Context: an optimization exercise on an open-source flow, tuned for small area, a short achievable clock period and few clock cycles per item. The choices shown serve that exercise and are no tape-out recipe.
The RTL was checked by simulation tests, not by an equivalence proof against the original design.

## frustum_containment_test_core
module frustum_containment_test_core (
  input  wire logic                    clk,
  input  wire logic                    rst,
  input  wire logic                    start,
  output      logic                    busy,
  input  wire logic [1:0]              kind,
  input  wire logic [2:0]              plane_index,
  input  wire fct_pkg::coord_t         coef_a,
  input  wire fct_pkg::coord_t         coef_b,
  input  wire fct_pkg::coord_t         coef_c,
  input  wire fct_pkg::coord_t         coef_d,
  input  wire fct_pkg::coord_t         pos_x,
  input  wire fct_pkg::coord_t         pos_y,
  input  wire fct_pkg::coord_t         pos_z,
  input  wire logic [fct_pkg::EXT_W-1:0] extent,
  output      logic                    done,
  output      logic                    inside_res
);
  localparam int NUM_PLANES = fct_pkg::NUM_PLANES;
  localparam int NU = NUM_PLANES / 2;
  logic accept;
  logic load_go;
  logic query_go;
  assign accept   = start && !busy;
  assign load_go  = accept && (kind == 2'd0) && (plane_index < 3'd6);
  assign query_go = accept && (kind != 2'd0);
  logic        ld_vld;
  logic [2:0]  ld_idx;
  logic [31:0] ld_a, ld_b, ld_c, ld_d;
  logic [32:0] q0_x, q0_y, q0_z;
  logic [34:0] q0_x3, q0_y3, q0_z3;
  logic [32:0] q0_ec;
  logic [34:0] q0_ec3;
  logic [30:0] q0_es;
  logic        q0_sph;
  logic [34:0] in_x, in_y, in_z;
  logic [32:0] in_e;
  assign in_x = 35'(signed'(pos_x));
  assign in_y = 35'(signed'(pos_y));
  assign in_z = 35'(signed'(pos_z));
  assign in_e = {2'b00, extent};
  always_ff @(posedge clk) begin
    ld_idx <= plane_index;
    ld_a   <= coef_a;
    ld_b   <= coef_b;
    ld_c   <= coef_c;
    ld_d   <= coef_d;
    if (query_go) begin
      q0_x   <= in_x[32:0];
      q0_y   <= in_y[32:0];
      q0_z   <= in_z[32:0];
      q0_x3  <= in_x + {in_x[33:0], 1'b0};
      q0_y3  <= in_y + {in_y[33:0], 1'b0};
      q0_z3  <= in_z + {in_z[33:0], 1'b0};
      q0_ec  <= (kind == 2'd3) ? in_e : 33'd0;
      q0_ec3 <= (kind == 2'd3) ? ({2'b00, in_e} + {1'b0, in_e, 1'b0}) : 35'd0;
      q0_es  <= (kind == 2'd2) ? extent : 31'd0;
      q0_sph <= (kind == 2'd2) && (extent != 31'd0);
    end
  end
  logic qa, qb, qc, qd, qe;
  always_ff @(posedge clk) begin
    if (rst) begin
      ld_vld <= 1'b0;
      busy   <= 1'b1;
      qa     <= 1'b0;
  ...
Size: about 32000 cells after synthesis, roughly 300000 µm² of cells after synthesis.
==> flow/config.mk <==
export PLATFORM = sky130hd
export DESIGN_NAME = frustum_containment_test_core
export DESIGN_NICKNAME = frustum_containment_test_core
export VERILOG_FILES = /design/flow/design.v
export SDC_FILE = /design/flow/constraint.sdc
export NUM_CORES = 4
export LEC_CHECK = 0
export ABC_AREA = 1
export CAP_MARGIN = 20
export CELL_PAD_IN_SITES_DETAIL_PLACEMENT = 1
export CELL_PAD_IN_SITES_GLOBAL_PLACEMENT = 1
export CORE_MARGIN = 2
export CORE_UTILIZATION = 30
export PLACE_DENSITY = 0.5
export SETUP_SLACK_MARGIN = 5
export SLEW_MARGIN = 20
export SYNTH_HIERARCHICAL = 1
==> flow/constraint.sdc <==
create_clock -name core_clock -period 12.0 [get_ports {clk}]
set_input_delay 2.4000 -clock core_clock [delete_from_list [all_inputs] [get_ports {clk}]]
set_output_delay 2.4000 -clock core_clock [all_outputs]
set_load 0.01 [all_outputs]
standard.sh (not shown) runs the stock make flow with config.mk's settings and CLKGATE_MAP_FILE= SYNTH_SCRIPT=/design/flow/synth_recipe.tcl, a recipe that flattens the netlist after the stock synthesis.
==> flow/flow/run.sh <==
#!/bin/bash
set -euo pipefail
bash standard.sh SETUP_SLACK_MARGIN=7.4 "BUFFER_PORTS_ARGS=-buffer_cell sky130_fd_sc_hd__buf_2" finish > make_finish.log 2>&1
The baseline did not get past 5_1_grt (GRT-0232).
Testbench counts at the start, summed over its fixed seeds: cycles 8,112, queries 3,840.
Then changed:
--- a/flow/config.mk
+++ b/flow/config.mk
@@ -9,6 +9,4 @@
 export CAP_MARGIN = 20
-export CELL_PAD_IN_SITES_DETAIL_PLACEMENT = 1
-export CELL_PAD_IN_SITES_GLOBAL_PLACEMENT = 1
 export CORE_MARGIN = 2
-export CORE_UTILIZATION = 30
+export CORE_UTILIZATION = 33
 export PLACE_DENSITY = 0.5
What happened: The changed run never finished: it broke off in 5_1_grt on GRT-0232. Synthesized area does not change. Synthesized cell count stays the same.
